Source: an optimization exercise on an open RTL-to-GDS flow (aim: small area). Production flows keep margins and buffers that such runs may drop.
Function was checked by simulation only, so behaviour that the tests miss may differ from the original.
Power and IR drop assume default switching activity.

==> design/flow/design.v <==
`default_nettype none
package pipe_pkg;
	typedef logic [31:0] word_t;
	localparam word_t nop_inst = 32'h0000_0013;  
	typedef logic [2:0] cause_t;
endpackage
`default_nettype wire
`default_nettype none
module fetch_latch #(
	parameter pipe_pkg::word_t pc_initial = 32'h0000_1000
) (
	input logic clk,
	input logic reset,
	input logic flush,
	input logic stall,
	input logic icache_stall,
	input pipe_pkg::cause_t exc,
	input logic [65:0] slot_in,
	output logic [65:0] slot,
	output pipe_pkg::cause_t cause,
	output pipe_pkg::word_t addr  
);
	pipe_pkg::word_t pc_or_addr;
	pipe_pkg::word_t inst;
	logic psw;
	logic is_flush;
	pipe_pkg::cause_t c;
	logic has_exc;
	assign has_exc = |exc;
	always_ff @(posedge clk) begin
		if (reset || flush) begin
			pc_or_addr <= pc_initial;
			inst <= pipe_pkg::nop_inst;
			psw <= 1'b0;
			is_flush <= !reset;
			c <= '0;
		end else if (has_exc) begin
			pc_or_addr <= slot_in[65:34];
			inst <= pipe_pkg::nop_inst;
			psw <= slot_in[1];
			is_flush <= 1'b0;
			c <= exc;
		end else if (!stall) begin
			if (icache_stall) begin
				inst <= pipe_pkg::nop_inst;
			end else begin
				pc_or_addr <= slot_in[65:34];
				inst <= slot_in[33:2];
				psw <= slot_in[1];
				is_flush <= slot_in[0];
				c <= '0;
			end
		end
	end
	logic held;
	assign held = |c;
	assign slot = {held ? pc_initial : pc_or_addr, inst, psw, is_flush};
	assign cause = c;
	assign addr = held ? pc_or_addr : '0;
endmodule
`default_nettype wire
`default_nettype none
module decode_latch #(
	parameter pipe_pkg::word_t pc_initial = 32'h0000_1000
) (
	input logic clk,
	input logic reset,
	input logic flush,
	input logic stall,
	input logic hazard,
	input pipe_pkg::cause_t exc,
	input logic [147:0] slot_in,
	input pipe_pkg::cause_t cause_in,
	input pipe_pkg::word_t addr_in,
	output logic [147:0] slot,
	output pipe_pkg::cause_t cause,
	output pipe_pkg::word_t addr
);
	localparam logic [147:0] dx_idle = {pc_initial, 116'd0};
	always_ff @(posedge clk) begin
		if (reset || flush) begin
			slot <= dx_idle;
			slot[0] <= !reset;
			cause <= '0;
			addr <= '0;
		end else if (|exc) begin
			slot <= dx_idle;
			cause <= (|cause_in) ? cause_in : exc;  
			addr <= addr_in;
		end else if (!stall) begin
			if (hazard) begin
				slot[19:2] <= '0;  
			end else begin
				slot <= slot_in;
			end
			cause <= cause_in;
			addr <= addr_in;
		end
	end
endmodule
`default_nettype wire
`default_nettype none
module execute_latch #(
	parameter pipe_pkg::word_t pc_initial = 32'h0000_1000
) (
	input logic clk,
	input logic reset,
	input logic flush,
	input logic stall,
	input pipe_pkg::cause_t exc,
	input logic [107:0] slot_in,
	input pipe_pkg::cause_t cause_in,
	input pipe_pkg::word_t addr_in,
	output logic [107:0] slot,
	output pipe_pkg::cause_t cause,
	output pipe_pkg::word_t addr
);
	localparam logic [107:0] xm_idle = {pc_initial, 76'd0};
	always_ff @(posedge clk) begin
		if (reset || flush) begin
			slot <= xm_idle;
			slot[0] <= !reset;
			cause <= '0;
			addr <= '0;
		end else if (|exc) begin
			slot <= xm_idle;  
			cause <= (|cause_in) ? cause_in : exc;
			addr <= addr_in;
		end else if (!stall) begin
			slot <= slot_in;
			cause <= cause_in;
			addr <= addr_in;
		end
	end
endmodule
`default_nettype wire
`default_nettype none
module writeback_latch (
	input logic clk,
	input logic reset,
	input logic flush,
	input logic stall,
	input logic is_ecall,
	input pipe_pkg::cause_t exc,
	input pipe_pkg::word_t mem_addr,
	input logic [71:0] slot_in,
	input pipe_pkg::cause_t cause_in,
	input pipe_pkg::word_t addr_in,
	output logic [71:0] slot,
	output logic [95:0] rec
);
	pipe_pkg::cause_t c;
	pipe_pkg::word_t a;
	logic ecall;
	logic epc_zero;
	always_ff @(posedge clk) begin
		if (reset || flush) begin
			slot <= '0;
			slot[0] <= !reset;
			c <= '0;
			a <= '0;
			ecall <= 1'b0;
			epc_zero <= 1'b0;
		end else if (|exc) begin
			slot <= '0;
			ecall <= 1'b0;
			epc_zero <= 1'b0;
			c <= '0;
			a <= '0;
			if (cause_in == 3'd1) begin
				c <= cause_in;
				a <= addr_in;
			end else if (cause_in == 3'd0 && (exc == 3'd1 || exc == 3'd2)) begin
				c <= exc;
				a <= mem_addr;  
				epc_zero <= 1'b1;
			end
		end else if (!stall) begin
			slot <= slot_in;
			c <= cause_in;
			a <= addr_in;
			ecall <= is_ecall;  
			epc_zero <= 1'b0;
		end
	end
	pipe_pkg::word_t epc;
	assign epc = epc_zero ? '0 : {a[31:2] + {29'd0, ecall}, a[1:0]};
	assign rec = {ecall ? slot[66:35] : {29'd0, c}, a, epc};
endmodule
`default_nettype wire
`default_nettype none
module pipe_latches #(
	parameter pipe_pkg::word_t pc_initial = 32'h0000_1000
) (
	input logic clk,
	input logic reset,
	input logic flush,
	input logic stall,
	input logic icache_stall,
	input logic hazard,
	input logic [65:0] fd_in,
	input logic [147:0] dx_in,
	input logic [107:0] xm_in,
	input logic [71:0] mw_in,
	input logic [31:0] fd_exc,
	input logic [31:0] dx_exc,
	input logic [31:0] xm_exc,
	input logic [31:0] mw_exc,
	input logic [31:0] mem_addr,
	output logic [65:0] fd_out,
	output logic [147:0] dx_out,
	output logic [107:0] xm_out,
	output logic [71:0] mw_out,
	output logic [95:0] fd_rec,
	output logic [95:0] dx_rec,
	output logic [95:0] xm_rec,
	output logic [95:0] mw_rec
);
	pipe_pkg::cause_t fd_cause, dx_cause, xm_cause;
	pipe_pkg::word_t fd_addr, dx_addr, xm_addr;
	fetch_latch #(.pc_initial(pc_initial)) i_fetch_latch (
		.clk(clk),
		.reset(reset),
		.flush(flush),
		.stall(stall),
		.icache_stall(icache_stall),
		.exc(fd_exc[2:0]),
		.slot_in(fd_in),
		.slot(fd_out),
		.cause(fd_cause),
		.addr(fd_addr)
	);
	decode_latch #(.pc_initial(pc_initial)) i_decode_latch (
		.clk(clk),
		.reset(reset),
		.flush(flush),
		.stall(stall),
		.hazard(hazard),
		.exc(dx_exc[2:0]),
		.slot_in(dx_in),
		.cause_in(fd_cause),
		.addr_in(fd_addr),
		.slot(dx_out),
		.cause(dx_cause),
		.addr(dx_addr)
	);
	execute_latch #(.pc_initial(pc_initial)) i_execute_latch (
		.clk(clk),
		.reset(reset),
		.flush(flush),
		.stall(stall),
		.exc(xm_exc[2:0]),
		.slot_in(xm_in),
		.cause_in(dx_cause),
		.addr_in(dx_addr),
		.slot(xm_out),
		.cause(xm_cause),
		.addr(xm_addr)
	);
	writeback_latch i_writeback_latch (
		.clk(clk),
		.reset(reset),
		.flush(flush),
		.stall(stall),
		.is_ecall(xm_in[2]),  
		.exc(mw_exc[2:0]),
		.mem_addr(mem_addr),
		.slot_in(mw_in),
		.cause_in(xm_cause),
		.addr_in(xm_addr),
		.slot(mw_out),
		.rec(mw_rec)
	);
	assign fd_rec = {29'd0, fd_cause, fd_addr, fd_addr};
	assign dx_rec = {29'd0, dx_cause, dx_addr, dx_addr};
	assign xm_rec = {29'd0, xm_cause, xm_addr, xm_addr};
endmodule
`default_nettype wire
==> design/flow/run.sh <==
#!/bin/bash
# synth_recipe.tcl (not shown) runs the flow's synth.tcl, then flattens the netlist and writes it again
# the make line also repeats each setting of config.mk as NAME=value (left out here)
make -C /OpenROAD-flow-scripts/flow DESIGN_CONFIG=/design/flow/config.mk WORK_HOME=/design/flow/orfs CLKGATE_MAP_FILE= SYNTH_SCRIPT=/design/flow/synth_recipe.tcl finish
==> design/flow/config.mk <==
export PLATFORM = sky130hd
export DESIGN_NAME = pipe_latches
export DESIGN_NICKNAME = pipe_latches
export VERILOG_FILES = /design/flow/design.v
export SDC_FILE = /design/flow/constraint.sdc
export NUM_CORES = 4
export LEC_CHECK = 0
export CAP_MARGIN = 20
export CORE_AREA = 10 10 470 470
export DIE_AREA = 0 0 480 480
export SLEW_MARGIN = 20
==> design/flow/constraint.sdc <==
create_clock -name core_clock -period 5.0 [get_ports {clk}]
set_input_delay 1.0000 -clock core_clock [delete_from_list [all_inputs] [get_ports {clk}]]
set_output_delay 1.0000 -clock core_clock [all_outputs]
set_load 0.01 [all_outputs]
==> run notes <==
Place
The final weighted congestion of routability-driven global placement is 0.821. The placed instance area is 0.0340 mm^2. Buffers placed on the I/O ports in this run total 1,134.

The half-perimeter wire length of the detailed placement result is 129,000 um.

Clock tree
The number of instances resized during post-cts repair is 0. The clock tree buffer depth is 3. The number of buffers added by the clock tree synthesis step is 71. The count of hold-fix buffers inserted at cts is 0.

The clock transition at the registers of the reported paths is 0.06 ns. The number of setup buffers added after CTS is 0. The clock latency at the later pin of the worst-skew pair is 0.70 ns. The buffer cell driving the clock tree root is sky130_fd_sc_hd__clkbuf_16. The level count of the clock H-tree is 3. The clock tree from TritonCTS is built. CTS saw 504 sinks.

Critical path
STA classifies the critical path endpoint as a primary output. Traced cell by cell, the critical path runs through ha_1 > and2_1 > nand4_1 > or4_1 > a21oi_1 > clkdlybuf4s50_1. The startpoint type of the worst setup path is a flip-flop.

The slowest cell on the critical path is sky130_fd_sc_hd__clkdlybuf4s50_1. The data required time at the worst endpoint is 4.00 ns. The worst register-to-register path has a setup slack of 2.91 ns. The longest individual stage delay on the worst path is 0.68 ns.

The largest fanout of any net on the critical path is 11. By startpoint and endpoint, the worst setup path is classified as reg -> out. The arrival time at the worst endpoint is 3.45 ns.

Run
The tool flagged a number of max-cap violations equal to 0.

Synthesis
For this run, the leading register cell type out of synthesis is sky130_fd_sc_hd__dfxtp_1. The number of different library cells used by synthesis comes to 42. Yosys mapped a number of flops with a built-in enable equal to 4. After synthesis, the cell types taking the most area are sky130_fd_sc_hd__dfxtp_1 (49%), sky130_fd_sc_hd__mux2i_1 (8.8%), sky130_fd_sc_hd__nand2_1 (8.7%), sky130_fd_sc_hd__buf_4 (6.8%), sky130_fd_sc_hd__a21oi_1 (6.2%). The number of synthesis warnings is 4. The most common cell in the netlist is sky130_fd_sc_hd__dfxtp_1. The synthesized area is 0.0204 mm^2. The flip-flop and latch count after synthesis is 504. For this run, asynchronously set or reset flops after synthesis account for 0%. The area share of the largest cell type after synthesis is 49.0%. The top cell type by total area after synthesis is sky130_fd_sc_hd__dfxtp_1.

The register area share after synthesis is 49.6%. The average instance area after synthesis is 8.56 um^2. Counting instances in the post-synthesis netlist gives the leading cell types as sky130_fd_sc_hd__dfxtp_1 (500), sky130_fd_sc_hd__nand2_1 (476), sky130_fd_sc_hd__nor2_1 (279), sky130_fd_sc_hd__a21oi_1 (254), sky130_fd_sc_hd__buf_4 (185). The cell count after synthesis is 2,386.

Route
In the final routing, the length of wire on met1 measures 58,000 um. For this run, design rule violations remaining after detail routing come to 0. The mean routed wirelength per cell is 24.4 um. The count of TritonRoute iterations in the first routing pass is 5. The violation count after the first detailed-route iteration is 1,022. Detailed routing placed a total of 18,600 um of wire on met3. The highest metal layer with signal wires is met5.

The detailed route wirelength on metal2 is 71,300 um. Summed over all layers, the routed wires come to 153,000 um. The count of nets left with antenna violations once routing finished came out at 0. The per-cell via count in the routed design is 3.34. The via count is 20,900.

Die
From bottom edge to top edge, the die measures 480 um. The core region is 0.210 mm^2. In this run the horizontal extent of the chip is 480 um. For this configuration, the core starts out at a cell density of 9.72%. The number of rows created at floorplan is 168.

The I/O pin count is 1,338. The die covers 0.230 mm^2.

Timing
The number of hold-slack violations in the final timing report is 0. The setup clock skew after layout is 0.0297 ns. The number of max-slew violations in the final report came to 0. For the pin with the worst max-slew slack, the measured transition is 1.09 ns.

Setup repair after global routing left no endpoint under its margin. The final cycle utilization of the critical path is 89.0%. The final critical delay including setup and external delays is 4.45 ns. The top achievable clock speed is 225 MHz. Headroom to the max-slew limit came out at 27.2%. The total negative slack for setup checks is 0 ns. Setup violations remaining at the end of the flow were counted as 0.

GRT
The number of global-route vias before repair came to 20,600. Global routing used 12.4% of the available tracks. The first global-routing pass estimated 195,000 um of wire. The total overflow left after global routing is 0. Entering global routing, the biggest net connects 102 pins. The initial antenna violation count was 136.

Power and ir drop
For this design the ratio of total power to cell area is 286 mW/mm^2. The largest vdd supply drop is 0.000237 V. In this run the static leakage power is 12.4 nW.

Outcome
The run finished with no timing, DRC or antenna violations.

Layout
Counting the fill cells in the layout gives 23,400. The final design instance area without fill is 0.0364 mm^2. The net total in the final layout is 3,921. The synthesis-to-layout area growth is 78.5%. The share of layout cells above drive strength 1 is 5.09%.

Min path
The path category of the worst min-delay check is reg -> reg.
[cell type report]
| class | count | area, um^2 | area share, % |
|---|---|---|---|
| antenna | 30 | 75.1 | 0.206 |
| clock buffer | 97 | 2000 | 5.48 |
| clock inverter | 33 | 423 | 1.16 |
| inverter | 5 | 18.8 | 0.0515 |
| multi-input combinational | 1611 | 8610 | 23.6 |
| sequential | 504 | 10100 | 27.8 |
| tap | 2805 | 3510 | 9.63 |
| timing repair buffer | 1166 | 11700 | 32.1 |
[cells by family after synthesis]
logic type | after synthesis | synth area share [%]
multiplexers | 185 | 9.10
AO/OA/AOI/OAI | 400 | 11.3
buffers and inverters | 357 | 10.2
adder cells (fa/ha/maj) | 2 | 0.123
flip-flops | 504 | 49.6
other | 1 | 0.0184
XOR/XNOR | 12 | 0.515
AND/OR/NAND/NOR | 925 | 19.2
[stage by stage]
stage	worst slack (ns)	power, mW	utilization [%]	std cells	hold slack, ns
2_1_floorplan	2.28	4.63	-	2472	0.432
3_3_place_gp	1.22	5.24	16.2	6091	0.443
3_5_place_dp	1.21	5.26	16.2	6091	0.447
4_1_cts	0.416	10.7	17.3	6221	0.456
5_1_grt	0.331	10.9	17.3	6226	0.470
6_report	0.549	10.4	17.4	6251	0.455
[worst paths after layout]
kind | start | endpoint | cells past startpoint
setup / recovery | i_writeback_latch.a[2] | mw_rec[30] | 6
hold / removal | i_fetch_latch.pc_or_addr[19] | i_fetch_latch.pc_or_addr[19] | 2
setup reg to reg | i_fetch_latch.c[2] | i_decode_latch.addr[0] | 5
hold reg to reg | i_fetch_latch.pc_or_addr[19] | i_fetch_latch.pc_or_addr[19] | 2
[report_power, final]
group / leakage, nW / internal [mW] / switching, mW
Sequential: 4.08 / 4.06 / 0.0485
Combinational: 7.18 / 0.554 / 0.487
Clock: 1.16 / 3.06 / 2.21
Total: 12.4 / 7.68 / 2.75
[flip-flops by register name (all words and copies together) (netlist names)]
signal                      cells
i_execute_latch.slot          108
i_execute_latch.cause           3
i_execute_latch.addr           32
i_writeback_latch.c             3
i_decode_latch.addr            32
i_fetch_latch.inst             32
i_writeback_latch.epc_zero      1
i_writeback_latch.ecall         1
i_writeback_latch.slot         72
i_fetch_latch.psw               1
i_writeback_latch.a            32
i_fetch_latch.pc_or_addr       32
i_decode_latch.slot           148
i_fetch_latch.is_flush          1
i_decode_latch.cause            3
i_fetch_latch.c                 3
[metal layers]
layer | vias to the layer above | GRT usage, %
li1 | 9661 | -
met5 | - | 0
met1 | 9667 | 13.5
met3 | 306 | 6.51
met2 | 1155 | 21.1
met4 | 92 | 3.31
[critical path: cells and delay by family, from the launching register on]
| family | cells | cell delay [ns] |
|---|---|---|
| AND/OR/NAND/NOR | 3 | 1.03 |
| buffers and inverters | 1 | 0.68 |
| adder cells (fa/ha/maj) | 1 | 0.46 |
| flip-flops | 1 | 0.43 |
| AO/OA/AOI/OAI | 1 | 0.16 |
[layout by cell type, fill, tap and decap left out, drive strengths merged, types with 5 or more instances in the layout]
cell type and instances:
a21oi 254, a221oi 31, a22oi 47, and2 68, buf 33, clkbuf 97
clkdlybuf4s50 1133, clkinv 15, clkinvlp 5, conb 87, dfxtp 500, diode 30
inv 14, mux2 6, mux2i 179, nand2 476, nand3 16, nand4 8
nor2 279, nor2b 37, nor3 9, o21ai 42, o31ai 12, or3 5
or4 12, xor2 9

[afterwards: timing with drivers on the ports]
The flow's constraints put no driver on any port. The routed layout listed below was extracted and timed again, unchanged, in two steps.
Step 1 assumes that a clkbuf_16 drives the clock port and a buf_2 every other input.
Step 2 adds t to the input delays and takes it off the output delays; t is the mean of the earliest and latest rising clock arrival at the registers after step 1. Input paths then give back, and output paths get back, about the clock's delay inside the block.
a / b / c = no drivers / after step 1 / after step 2; a / b = the first two.
t, ns: 0.748
setup slack, ns: 0.549 / 0.481 / 1.229
worst slew at a driven data input, ns: 0.47
After both steps this run still meets setup and hold. The setup slack of this run moves by -0.068 ns with the drivers and by +0.680 ns with both steps.
